What follows belongs to an exercise in optimizing a design on an open flow for small area and a short achievable clock period; a production flow would make more cautious choices.
Where RTL was checked, it was by simulation tests only, not by an equivalence proof against the original.
No activity file was given, so power comes from the tool's default toggle rates.

## v19
==> flow/design.v (excerpt) <==
module fire_seek_mode_sequencer (
    input  logic        i_clk,
    input  logic        i_rst_n,
    input  logic        i_in_valid,
    output logic        i_in_ready,
    input  logic        i_in_operation,
    input  logic [9:0]  i_in_distance_cm,
    input  logic [31:0] i_in_now_tick,
    input  logic [1:0]  i_in_random_pick,
    input  logic        i_cfg_valid,
    output logic        i_cfg_ready,
    input  logic [2:0]  i_cfg_index,
    input  logic [15:0] i_cfg_data,
    output logic        o_out_valid,
    input  logic        o_out_ready,
    output logic [7:0]  o_out_servo_angle,
    output logic [2:0]  o_out_motion,
    output logic        o_out_fan_on,
    output logic [2:0]  o_out_mode,
    output logic        o_out_fire_seen,
    output logic        o_out_fire_near
);
==> flow/config.mk <==
export PLATFORM = sky130hd
export DESIGN_NAME = fire_seek_mode_sequencer
export DESIGN_NICKNAME = fire_seek_mode_sequencer
export VERILOG_FILES = /design/flow/design.v
export SDC_FILE = /design/flow/constraint.sdc
export NUM_CORES = 4
export LEC_CHECK = 0
export CAP_MARGIN = 20
export CORE_MARGIN = 2
export CORE_UTILIZATION = 40
export SETUP_SLACK_MARGIN = 2.2
export SLEW_MARGIN = 20
export TNS_END_PERCENT = 5
==> flow/constraint.sdc <==
create_clock -name core_clock -period 6.0 [get_ports {i_clk}]
set_input_delay 1.2000 -clock core_clock [delete_from_list [all_inputs] [get_ports {i_clk}]]
set_output_delay 1.2000 -clock core_clock [all_outputs]
set_load 0.01 [all_outputs]
standard.sh (not shown) runs the stock make flow with config.mk's settings and CLKGATE_MAP_FILE= SYNTH_SCRIPT=/design/flow/synth_recipe.tcl, a recipe that flattens the netlist after the stock synthesis.
==> flow/flow/run.sh <==
#!/bin/bash
# Standard layout flow, except that the port buffers are plain buf_1 cells (which the
# resizer may upsize) instead of the default clkdlybuf4s50_1 delay buffers.
set -euo pipefail
# the standard synthesis, unchanged
bash standard.sh synth > synth.log 2>&1
# floorplan to final layout
bash standard.sh BUFFER_PORTS_ARGS="-buffer_cell sky130_fd_sc_hd__buf_1" finish > layout.log 2>&1
v19: no failed stages, no open violations at the end
#### Input delta (v21 over v19)
--- a/flow/design.v
+++ b/flow/design.v
@@ -81,33 +81,42 @@
     logic [9:0] n_range;
     assign lost    = r_lost;
     assign far     = r_far;
     assign n_range = !i_rst_n ? 10'd999 : ((i_accept && !is_ctrl) ? i_distance_cm : r_range);
     always_ff @(posedge i_clk) begin
         r_range <= n_range;
         r_lost  <= !ge32({22'd0, i_detect_next}, {22'd0, n_range});
         r_far   <= !ge32({22'd0, i_stop_next}, {22'd0, n_range});
     end
-    logic [31:0] t_ref, now, t_len;
-    logic        ge_31, ge_32, due, tdone;
+    logic [31:0] t_ref, now;
+    logic [15:0] t_len;
+    logic        ge_lo, ge_31, due, tdone;
     assign now   = i_now_tick;
     assign t_ref = r_sel_patrol ? r_pdl : r_tmr;
-    assign ge_31 = ge32({1'b0, now[30:0]}, {1'b0, t_ref[30:0]});
+    assign ge_lo = ge32({16'd0, now[15:0]}, {16'd0, t_ref[15:0]});
+    assign ge_31 = ge32({1'b0, now[30:16], 16'd0}, {1'b0, t_ref[30:16], 16'd0}) &&
+                   (ge_lo || (now[30:16] != t_ref[30:16]));
     assign due   = (m_patrol && !r_pdl_set) ? !now[31] : !(now[31] ^ t_ref[31] ^ !ge_31);
-    assign ge_32 = ge32(now, t_ref);
-    logic [31:0] csa_s;
-    logic [32:0] csa_c;
-    logic        s_hi;
-    assign t_len = {16'd0, r_sel_fan ? i_fan_max : i_pause_len};
-    assign csa_s = now ^ r_tmr ^ t_len;
-    assign csa_c = {(now & ~r_tmr) | (now & ~t_len) | (~r_tmr & ~t_len), 1'b1};
-    assign s_hi  = cout32(csa_s, csa_c[31:0]);
-    assign tdone = ge_32 ? (csa_c[32] && s_hi) : (csa_c[32] || s_hi);
+    logic [15:0] hi_eq, hi_p;
+    logic        eq0, eq1, hi_nz, s_hi, lo_ge;
+    logic [15:0] csa_s;
+    logic [16:0] csa_c;
+    assign hi_eq = ~(now[31:16] ^ t_ref[31:16]);
+    assign hi_p  = now[31:16] | ~t_ref[31:16];
+    assign eq0   = &hi_eq;
+    assign eq1   = !hi_eq[0] && (hi_eq[15:1] == hi_p[14:0]);
+    assign hi_nz = ge_lo ? !eq0 : !eq1;
+    assign t_len = r_sel_fan ? i_fan_max : i_pause_len;
+    assign csa_s = now[15:0] ^ r_tmr[15:0] ^ t_len;
+    assign csa_c = {(now[15:0] & ~r_tmr[15:0]) | (now[15:0] & ~t_len) | (~r_tmr[15:0] & ~t_len), 1'b1};
+    assign s_hi  = cout32({csa_s, 16'd0}, {csa_c[15:0], 16'hFFFF});
+    assign lo_ge = ge_lo ? (csa_c[16] && s_hi) : (csa_c[16] || s_hi);
+    assign tdone = hi_nz || lo_ge;
     logic [15:0] a_len;
     logic [16:0] sum_lo;
     logic [15:0] sum_hi;
     logic [31:0] sum;
     assign a_len  = (r_sel_patrol && lost) ? i_patrol_period : (r_sel_pause ? i_turn_len : 16'd0);
     assign sum_lo = {1'b0, now[15:0]} + {1'b0, a_len};
     logic [15:0] pre1;
     always_comb begin
         logic [15:0] t;
Notes after the runs:
Critical path depth for v21 is lower than for v19. Proportion of power drawn by flip-flops and latches ends up lower on v19. v21 vs v19 on switching fraction of total power: v21 is the higher one. NOTE mean cell area of the mapped netlist v19->v21 increased slightly. Changes observed in v21 relative to v19: power now sits lower, instance count of the mapped netlist shrank by 2.9%, layout clock buffer count shows a reduction of 4. Looking at area enclosed by the die boundary across v19 and v21, the one that comes out higher is v19. Sort v19 and v21 by routed wire length, ascending, and v21 comes first. Compared v21 vs v19, and post-detailed-placement cell area is down in v21.

== cedar ==
fire_seek_mode_sequencer with an RTL version that a note above also has.
Size in the first run: ~89 I/O pins, about 11,000 sq um of cells after synthesis.
## fire_seek_mode_sequencer
module fire_seek_mode_sequencer (
    input  logic        i_clk,
    input  logic        i_rst_n,
    input  logic        i_in_valid,
    output logic        i_in_ready,
    input  logic        i_in_operation,
    input  logic [9:0]  i_in_distance_cm,
    input  logic [31:0] i_in_now_tick,
    input  logic [1:0]  i_in_random_pick,
    input  logic        i_cfg_valid,
    output logic        i_cfg_ready,
    input  logic [2:0]  i_cfg_index,
    input  logic [15:0] i_cfg_data,
    output logic        o_out_valid,
    input  logic        o_out_ready,
    output logic [7:0]  o_out_servo_angle,
    output logic [2:0]  o_out_motion,
    output logic        o_out_fan_on,
    output logic [2:0]  o_out_mode,
    output logic        o_out_fire_seen,
    output logic        o_out_fire_near
);
export LEC_CHECK = 0
export CAP_MARGIN = 20
export CORE_MARGIN = 2
export CORE_UTILIZATION = 40
export SETUP_SLACK_MARGIN = 2.5
export SLEW_MARGIN = 20
create_clock -name core_clock -period 6.0 [get_ports {i_clk}]
Scripts as last shown in full above: flow/flow/run.sh
Input changes introduced in onyx (baseline for comparison: cedar):
--- a/flow/design.v
+++ b/flow/design.v
@@ -81,42 +81,33 @@
     logic [9:0] n_range;
     assign lost    = r_lost;
     assign far     = r_far;
     assign n_range = !i_rst_n ? 10'd999 : ((i_accept && !is_ctrl) ? i_distance_cm : r_range);
     always_ff @(posedge i_clk) begin
         r_range <= n_range;
         r_lost  <= !ge32({22'd0, i_detect_next}, {22'd0, n_range});
         r_far   <= !ge32({22'd0, i_stop_next}, {22'd0, n_range});
     end
-    logic [31:0] t_ref, now;
-    logic [15:0] t_len;
-    logic        ge_lo, ge_31, due, tdone;
+    logic [31:0] t_ref, now, t_len;
+    logic        ge_31, ge_32, due, tdone;
     assign now   = i_now_tick;
     assign t_ref = r_sel_patrol ? r_pdl : r_tmr;
-    assign ge_lo = ge32({16'd0, now[15:0]}, {16'd0, t_ref[15:0]});
-    assign ge_31 = ge32({1'b0, now[30:16], 16'd0}, {1'b0, t_ref[30:16], 16'd0}) &&
-                   (ge_lo || (now[30:16] != t_ref[30:16]));
+    assign ge_31 = ge32({1'b0, now[30:0]}, {1'b0, t_ref[30:0]});
     assign due   = (m_patrol && !r_pdl_set) ? !now[31] : !(now[31] ^ t_ref[31] ^ !ge_31);
-    logic [15:0] hi_eq, hi_p;
-    logic        eq0, eq1, hi_nz, s_hi, lo_ge;
-    logic [15:0] csa_s;
-    logic [16:0] csa_c;
-    assign hi_eq = ~(now[31:16] ^ t_ref[31:16]);
-    assign hi_p  = now[31:16] | ~t_ref[31:16];
-    assign eq0   = &hi_eq;
-    assign eq1   = !hi_eq[0] && (hi_eq[15:1] == hi_p[14:0]);
-    assign hi_nz = ge_lo ? !eq0 : !eq1;
-    assign t_len = r_sel_fan ? i_fan_max : i_pause_len;
-    assign csa_s = now[15:0] ^ r_tmr[15:0] ^ t_len;
-    assign csa_c = {(now[15:0] & ~r_tmr[15:0]) | (now[15:0] & ~t_len) | (~r_tmr[15:0] & ~t_len), 1'b1};
-    assign s_hi  = cout32({csa_s, 16'd0}, {csa_c[15:0], 16'hFFFF});
-    assign lo_ge = ge_lo ? (csa_c[16] && s_hi) : (csa_c[16] || s_hi);
-    assign tdone = hi_nz || lo_ge;
+    assign ge_32 = ge32(now, t_ref);
+    logic [31:0] csa_s;
+    logic [32:0] csa_c;
+    logic        s_hi;
+    assign t_len = {16'd0, r_sel_fan ? i_fan_max : i_pause_len};
+    assign csa_s = now ^ r_tmr ^ t_len;
+    assign csa_c = {(now & ~r_tmr) | (now & ~t_len) | (~r_tmr & ~t_len), 1'b1};
+    assign s_hi  = cout32(csa_s, csa_c[31:0]);
+    assign tdone = ge_32 ? (csa_c[32] && s_hi) : (csa_c[32] || s_hi);
     logic [15:0] a_len;
     logic [16:0] sum_lo;
     logic [15:0] sum_hi;
     logic [31:0] sum;
     assign a_len  = (r_sel_patrol && lost) ? i_patrol_period : (r_sel_pause ? i_turn_len : 16'd0);
     assign sum_lo = {1'b0, now[15:0]} + {1'b0, a_len};
     logic [15:0] pre1;
     always_comb begin
         logic [15:0] t;
Findings:
- onyx finished every step from synthesis to the final layout, and the layout passed the timing, DRC and antenna checks.
- Run comparison: onyx beginning of the critical path i_in_now_tick[23]; cedar beginning of the critical path i_in_now_tick[5]
- Diff cedar -> onyx | via count of the routed design | up by a few percent
- Per the comparison of onyx with cedar, largest net degree at the start of global routing decreased 7; share of the final layout cell area in multi-input gates decreased 0.31 points; final hold violation count essentially unchanged; post-route worst setup slack decreased 0.026 ns; post-synthesis cell count increased 33.
- The combinational power number comes out higher for cedar vs onyx.
- The register share of total power number comes out lower for cedar vs onyx.
- Of the two values seen for slowest cell on the critical path, a222oi_1 was produced by onyx and fa_1 by cedar.
- onyx — die area 490 sq um higher, cedar as reference

fire_seek_mode_sequencer, a different RTL version from the one above (not shown whole).
Size in the first run: about 1,100 cells after synthesis, ~12,000 um2 of cells after synthesis.
clock: 6.0 ns
lec_check: 0
cap_margin: 20
core_margin: 2
core_utilization: 40
setup_slack_margin: 3.0
slew_margin: 20
Scripts as last shown in full above: flow/flow/run.sh
Change:
--- a/flow/design.v
+++ b/flow/design.v
@@ -64,16 +64,17 @@
     logic        r_up;       
     logic [6:0]  r_ang;      
     logic [9:0]  r_range;
     logic        r_pdl_set;  
     logic [31:0] r_pdl;      
     logic [31:0] r_tmr;      
     logic is_ctrl;
     assign is_ctrl = i_operation;
+    logic r_sel_patrol, r_sel_pause, r_sel_fan;
     logic m_patrol, m_pause, m_turn, m_appr, m_fan;
     assign m_patrol = (r_mode == MODE_PATROL);
     assign m_pause  = (r_mode == MODE_PAUSE);
     assign m_turn   = (r_mode == MODE_TURN);
     assign m_appr   = (r_mode == MODE_APPROACH);
     assign m_fan    = (r_mode == MODE_FAN);
     logic       r_lost, r_far;
     logic       lost, far;
@@ -88,33 +89,33 @@
         end else begin
             r_lost <= !ge32({22'd0, i_detect_next}, {22'd0, n_range});
             r_far  <= !ge32({22'd0, i_stop_next}, {22'd0, n_range});
         end
     end
     logic [31:0] t_ref, now, t_len;
     logic        ge_31, ge_32, due, tdone;
     assign now   = i_now_tick;
-    assign t_ref = m_patrol ? r_pdl : r_tmr;
+    assign t_ref = r_sel_patrol ? r_pdl : r_tmr;
     assign ge_31 = ge32({1'b0, now[30:0]}, {1'b0, t_ref[30:0]});
     assign due   = (m_patrol && !r_pdl_set) ? !now[31] : !(now[31] ^ t_ref[31] ^ !ge_31);
     assign ge_32 = ge32(now, t_ref);
     logic [31:0] csa_s;
     logic [32:0] csa_c;
     logic        s_hi;
-    assign t_len = {16'd0, m_fan ? i_fan_max : i_pause_len};
+    assign t_len = {16'd0, r_sel_fan ? i_fan_max : i_pause_len};
     assign csa_s = now ^ t_ref ^ t_len;
     assign csa_c = {(now & ~t_ref) | (now & ~t_len) | (~t_ref & ~t_len), 1'b1};
     assign s_hi  = cout32(csa_s, csa_c[31:0]);
     assign tdone = ge_32 ? (csa_c[32] && s_hi) : (csa_c[32] || s_hi);
     logic [15:0] a_len;
     logic [16:0] sum_lo;
     logic [15:0] sum_hi;
     logic [31:0] sum;
-    assign a_len  = (m_patrol && lost) ? i_patrol_period : (m_pause ? i_turn_len : 16'd0);
+    assign a_len  = (r_sel_patrol && lost) ? i_patrol_period : (r_sel_pause ? i_turn_len : 16'd0);
     assign sum_lo = {1'b0, now[15:0]} + {1'b0, a_len};
     logic [15:0] pre1;
     always_comb begin
         logic [15:0] t;
         t = now[31:16];
         for (int s = 1; s < 16; s = s * 2) begin
             for (int i = 15; i >= s; i--) t[i] = t[i] & t[i-s];
         end
@@ -216,26 +217,32 @@
             end
         end else if (h90) begin
             n_ang = 7'd45;
         end
     end
     always_ff @(posedge i_clk) begin
         if (!i_rst_n) begin
             r_mode    <= MODE_PATROL;
+            r_sel_patrol <= 1'b1;
+            r_sel_pause  <= 1'b0;
+            r_sel_fan    <= 1'b0;
             r_pm      <= MOT_STOP;
             r_aux     <= 1'b0;
             r_scan    <= 1'b1;
             r_up      <= 1'b1;
             r_ang     <= 7'd0;
             r_range   <= 10'd999;
             r_pdl_set <= 1'b0;
         end else if (i_accept) begin
             if (is_ctrl) begin
                 r_mode <= n_mode;
+                r_sel_patrol <= (n_mode == MODE_PATROL);
+                r_sel_pause  <= (n_mode == MODE_PAUSE);
+                r_sel_fan    <= (n_mode == MODE_FAN);
                 r_aux  <= n_aux;
                 r_scan <= !(m_pause || m_turn);
                 if (ld_pm) r_pm <= {1'b0, i_random_pick} + 3'd1;
                 if (ld_pdl) r_pdl_set <= 1'b1;
             end else begin
                 r_ang   <= n_ang;
                 r_up    <= n_up;
                 r_range <= i_distance_cm;
Result: The changed run completed without violations. Maximum frequency rose by 3.5%. Area after synthesis rose by 2.1%. Via count rose by 4.1%. Clock skew hardly moves. Power rose by 4.6%. Wire length rose by 1.2%. Synthesized cell count rose by 6.2%. Worst setup slack improved by 0.13 ns. Register-to-register slack improved by 0.13 ns.
Only the layout flow was run in the second run of this note; the RTL was not checked for function there.

== run A ==
fire_seek_mode_sequencer, a different RTL version from the one above (not shown whole).
Size: roughly 1700 cells after synthesis, roughly 13000 um2 of cells after synthesis.
==> module fsms_core, before the edit <==
module fsms_core (
    input  logic        i_clk,
    input  logic        i_rst_n,
    input  logic        i_accept,
    input  logic        i_operation,
    input  logic [9:0]  i_distance_cm,
    input  logic [31:0] i_now_tick,
    input  logic [1:0]  i_random_pick,
    input  logic [9:0]  i_detect_limit,
    input  logic [9:0]  i_stop_limit,
    input  logic [15:0] i_patrol_period,
    input  logic [15:0] i_fan_max,
    input  logic [15:0] i_pause_len,
    input  logic [15:0] i_turn_len,
    input  logic [7:0]  i_right_sector,
    input  logic [7:0]  i_left_sector,
    output logic [7:0]  o_servo_angle,
    output logic [2:0]  o_motion,
    output logic        o_fan_on,
    output logic [2:0]  o_mode,
    output logic        o_fire_seen,
    output logic        o_fire_near
);
    localparam logic [2:0] MODE_PATROL   = 3'd0;
    localparam logic [2:0] MODE_PAUSE    = 3'd1;
    localparam logic [2:0] MODE_TURN     = 3'd2;
    localparam logic [2:0] MODE_APPROACH = 3'd3;
    localparam logic [2:0] MODE_FAN      = 3'd4;
    localparam logic [2:0] MOT_STOP     = 3'd0;
    localparam logic [2:0] MOT_SPIN_L   = 3'd3;
    localparam logic [2:0] MOT_SPIN_R   = 3'd4;
    localparam logic [2:0] MOT_APPROACH = 3'd5;
    logic [2:0]  r_mode;
    logic [2:0]  r_pm;       
    logic        r_aux;      
    logic        r_scan;     
    logic        r_up;       
    logic [6:0]  r_ang;      
    logic [9:0]  r_range;
    logic [31:0] r_pdl;      
    logic [31:0] r_tmr;      
    logic is_ctrl;
    assign is_ctrl = i_operation;
    logic m_patrol, m_pause, m_turn, m_appr, m_fan;
    assign m_patrol = (r_mode == MODE_PATROL);
    assign m_pause  = (r_mode == MODE_PAUSE);
    assign m_turn   = (r_mode == MODE_TURN);
    assign m_appr   = (r_mode == MODE_APPROACH);
    assign m_fan    = (r_mode == MODE_FAN);
    logic lost, far;
    assign lost = r_range > i_detect_limit;
    assign far  = r_range > i_stop_limit;
    logic [31:0] t_ref;
    logic [31:0] diff;
    logic [15:0] t_len;
    logic        due, tdone;
    assign t_ref = m_patrol ? r_pdl : r_tmr;
    assign diff  = i_now_tick - t_ref;
    assign due   = !diff[31];
    assign t_len = m_fan ? i_fan_max : i_pause_len;
    assign tdone = diff >= {16'd0, t_len};
    logic [15:0] a_len;
    logic [31:0] sum;
    assign a_len = (m_patrol && lost) ? i_patrol_period : (m_pause ? i_turn_len : 16'd0);
    assign sum   = i_now_tick + {16'd0, a_len};
    logic [7:0] angle;
    assign angle = {r_ang, 1'b0};
    logic right_of, left_of;
    assign right_of = angle < i_right_sector;
    assign left_of  = angle > i_left_sector;
    logic [2:0] n_mode;
    logic       n_aux;
    logic       ld_pm, ld_pdl, ld_tmr;
    always_comb begin
        n_mode = r_mode;
        n_aux  = r_aux;
        ld_pm  = 1'b0;
        ld_pdl = 1'b0;
        ld_tmr = 1'b0;
        case (r_mode)
            MODE_PATROL: begin
                if (lost) begin
                    n_aux = 1'b1;
                    if (due) begin
                        ld_pm  = 1'b1;
                        ld_pdl = 1'b1;
                    end
                end else begin
                    n_mode = MODE_PAUSE;
                    n_aux  = 1'b0;
                    ld_tmr = 1'b1;
                end
            end
            MODE_PAUSE: begin
                n_aux = 1'b0;
                if (lost) begin
                    n_mode = MODE_PATROL;
                end else if (tdone) begin
                    if (right_of || left_of) begin
                        n_mode = MODE_TURN;
                        n_aux  = !right_of;
                        ld_tmr = 1'b1;
                    end else begin
                        n_mode = MODE_APPROACH;
                    end
                end
            end
            MODE_TURN: begin
                if (lost) begin
                    n_mode = MODE_PATROL;
                    n_aux  = 1'b0;
                end else if (due) begin
                    n_mode = MODE_APPROACH;
                    n_aux  = 1'b0;
                end
            end
            MODE_APPROACH: begin
                n_aux = 1'b0;
                if (lost) begin
                    n_mode = MODE_PATROL;
                end else if (far) begin
                    n_aux = 1'b1;
                end else begin
                    n_mode = MODE_FAN;
                    ld_tmr = 1'b1;
                end
            end
            default: begin
                n_aux = 1'b0;
                if (tdone || lost) n_mode = MODE_PATROL;
            end
        endcase
    end
    logic       scan, h90;
    logic [6:0] n_ang;
    logic       n_up;
    assign scan = m_patrol && r_scan;
    assign h90  = m_fan || (m_appr && r_aux);
    always_comb begin
        n_ang = r_ang;
        n_up  = r_up;
        if (scan) begin
            if (r_up) begin
                if (r_ang >= 7'd85) begin
                    n_ang = 7'd90;
                    n_up  = 1'b0;
                end else begin
                    n_ang = r_ang + 7'd5;
                end
            end else begin
                if (r_ang <= 7'd5) begin
                    n_ang = 7'd0;
                    n_up  = 1'b1;
                end else begin
                    n_ang = r_ang - 7'd5;
                end
            end
        end else if (h90) begin
            n_ang = 7'd45;
        end
    end
    logic [9:0] n_range;
    assign n_range = is_ctrl ? r_range : i_distance_cm;
    always_ff @(posedge i_clk) begin
        if (!i_rst_n) begin
            r_mode  <= MODE_PATROL;
            r_pm    <= MOT_STOP;
            r_aux   <= 1'b0;
            r_scan  <= 1'b1;
            r_up    <= 1'b1;
            r_ang   <= 7'd0;
            r_range <= 10'd999;
            r_pdl   <= 32'd0;
            r_tmr   <= 32'd0;
        end else if (i_accept) begin
            if (is_ctrl) begin
                r_mode <= n_mode;
                r_aux  <= n_aux;
                r_scan <= !(m_pause || m_turn);
                if (ld_pm)  r_pm  <= {1'b0, i_random_pick} + 3'd1;
                if (ld_pdl) r_pdl <= sum;
                if (ld_tmr) r_tmr <= sum;
            end else begin
                r_ang   <= n_ang;
                r_up    <= n_up;
                r_range <= i_distance_cm;
            end
        end
    end
    always_comb begin
        o_motion = MOT_STOP;
        case (r_mode)
            MODE_PATROL:   o_motion = r_aux ? r_pm : MOT_STOP;
            MODE_TURN:     o_motion = r_aux ? MOT_SPIN_L : MOT_SPIN_R;
            MODE_APPROACH: o_motion = r_aux ? MOT_APPROACH : MOT_STOP;
            default:       o_motion = MOT_STOP;
        endcase
    end
    assign o_servo_angle = angle;
    assign o_fan_on      = m_fan;
    assign o_mode        = r_mode;
    assign o_fire_seen   = n_range <= i_detect_limit;
    assign o_fire_near   = n_range <= i_stop_limit;
endmodule
==> flow/config.mk <==
export PLATFORM = sky130hd
export DESIGN_NAME = fire_seek_mode_sequencer
export DESIGN_NICKNAME = fire_seek_mode_sequencer
export VERILOG_FILES = /design/flow/design.v
export SDC_FILE = /design/flow/constraint.sdc
export NUM_CORES = 4
export LEC_CHECK = 0
export CAP_MARGIN = 20
export CORE_MARGIN = 2
export CORE_UTILIZATION = 40
export SLEW_MARGIN = 20
==> flow/constraint.sdc <==
create_clock -name core_clock -period 6.0 [get_ports {i_clk}]
set_input_delay 1.2000 -clock core_clock [delete_from_list [all_inputs] [get_ports {i_clk}]]
set_output_delay 1.2000 -clock core_clock [all_outputs]
set_load 0.01 [all_outputs]
run.sh (not shown) runs the stock make flow with config.mk's settings and CLKGATE_MAP_FILE= SYNTH_SCRIPT=/design/flow/synth_recipe.tcl, a recipe that flattens the netlist after the stock synthesis.
Stock flow here: none of the scripts above is used.
The following lists how run B was set up differently from run A:
--- a/flow/design.v
+++ b/flow/design.v
@@ -47,21 +47,44 @@
     assign m_turn   = (r_mode == MODE_TURN);
     assign m_appr   = (r_mode == MODE_APPROACH);
     assign m_fan    = (r_mode == MODE_FAN);
     logic lost, far;
     assign lost = r_range > i_detect_limit;
     assign far  = r_range > i_stop_limit;
+    function automatic logic ge32(input logic [31:0] a, input logic [31:0] b);
+        logic [31:0] g, e;
+        g = a & ~b;
+        e = ~(a ^ b);
+        for (int s = 1; s < 32; s = s * 2) begin
+            for (int i = 0; i < 32; i = i + 2 * s) begin
+                g[i] = g[i+s] | (e[i+s] & g[i]);
+                e[i] = e[i+s] & e[i];
+            end
+        end
+        ge32 = g[0] | e[0];
+    endfunction
     logic [31:0] t_ref;
-    logic [31:0] diff;
     logic [15:0] t_len;
-    logic        due, tdone;
-    assign t_ref = m_patrol ? r_pdl : r_tmr;
-    assign diff  = i_now_tick - t_ref;
-    assign due   = !diff[31];
-    assign t_len = m_fan ? i_fan_max : i_pause_len;
-    assign tdone = diff >= {16'd0, t_len};
+    logic [15:0] now_lo, now_hi, t_lo, t_hi, t_hi1;
+    logic [16:0] e_lo;
+    logic        ge_lo, ge_31, lt_e, in_win, hi_nz, due, tdone;
+    assign t_ref  = m_patrol ? r_pdl : r_tmr;
+    assign now_lo = i_now_tick[15:0];
+    assign now_hi = i_now_tick[31:16];
+    assign t_lo   = t_ref[15:0];
+    assign t_hi   = t_ref[31:16];
+    assign ge_lo  = ge32({16'd0, now_lo}, {16'd0, t_lo});
+    assign ge_31  = ge32({1'b0, i_now_tick[30:0]}, {1'b0, t_ref[30:0]});
+    assign due    = !(i_now_tick[31] ^ t_ref[31] ^ !ge_31);
+    assign t_len  = m_fan ? i_fan_max : i_pause_len;
+    assign e_lo   = {1'b0, t_lo} + {1'b0, t_len};
+    assign t_hi1  = t_hi + 16'd1;
+    assign hi_nz  = ge_lo ? (now_hi != t_hi) : (now_hi != t_hi1);
+    assign lt_e   = !ge32({16'd0, now_lo}, {16'd0, e_lo[15:0]});
+    assign in_win = e_lo[16] ? (ge_lo || lt_e) : (ge_lo && lt_e);
+    assign tdone  = hi_nz || !in_win;
     logic [15:0] a_len;
     logic [31:0] sum;
     assign a_len = (m_patrol && lost) ? i_patrol_period : (m_pause ? i_turn_len : 16'd0);
     assign sum   = i_now_tick + {16'd0, a_len};
     logic [7:0] angle;
     assign angle = {r_ang, 1'b0};
Results
On met2 global-route usage: between run B and run A, it ends up higher for run A. Per the comparison of run B with run A, count of mapped cells out of synthesis shows a reduction of about 0.8%; endpoint required time on the critical path shows an increase of 20 ps; proportion of power drawn by the clock network shows an increase of 3.4 points; die boundary width shows an increase of 1.2%. For run A, the worst setup path endpoint was u_core.r_tmr[19], unlike run B, where it was u_core.r_tmr[24].
No functional check of the RTL was part of run B.

what the ideal ports hide:
No port has a modelled driver above. Below, the same layouts with a new extraction and two added sets of constraints. Step 1, drivers: a clkbuf_16 drives i_clk and a buf_2 each remaining input, both assumed. Step 2 times the ports against the registers' clock, not the clock port: input delays grow and output delays shrink by t, the midpoint of the rising clock arrivals with the driver on. Three values: ideal, step 1, step 2; two values: the first two.
run	shift t [ns]	slack for setup (ns)	hold WS [ns]	clock arrival spread, ns	worst data-port slew with drivers (ns)
v19	0.476	2.257 / 2.283 / 1.807	0.467 / 0.467 / 0.467	0.020 / 0.020	0.07
v21	0.476	2.277 / 2.289 / 1.813	0.474 / 0.474 / 0.474	0.020 / 0.021	0.07
cedar	0.482	2.385 / 2.380 / 1.897	0.470 / 0.470 / 0.470	0.018 / 0.017	0.07
onyx	0.478	2.359 / 2.378 / 1.899	0.470 / 0.470 / 0.470	0.016 / 0.017	0.07
the first run of note 3	0.479	2.022 / 2.022 / 1.649	0.497 / 0.497 / 0.497	0.021 / 0.022	0.06
the second run of note 3	0.484	2.155 / 2.163 / 1.678	0.485 / 0.485 / 0.485	0.018 / 0.019	0.08
run A	0.506	0.280 / 0.309 / -0.197	0.455 / 0.455 / 0.455	0.011 / 0.011	0.04
run B	0.495	0.364 / 0.364 / 0.364	0.455 / 0.455 / 0.455	0.017 / 0.018	0.04
With both steps, setup timing fails in run A, where it was met with ideal ports. For cedar, which loses most, drivers alone change the setup slack by -0.005 ns; drivers and shift together by -0.488 ns.
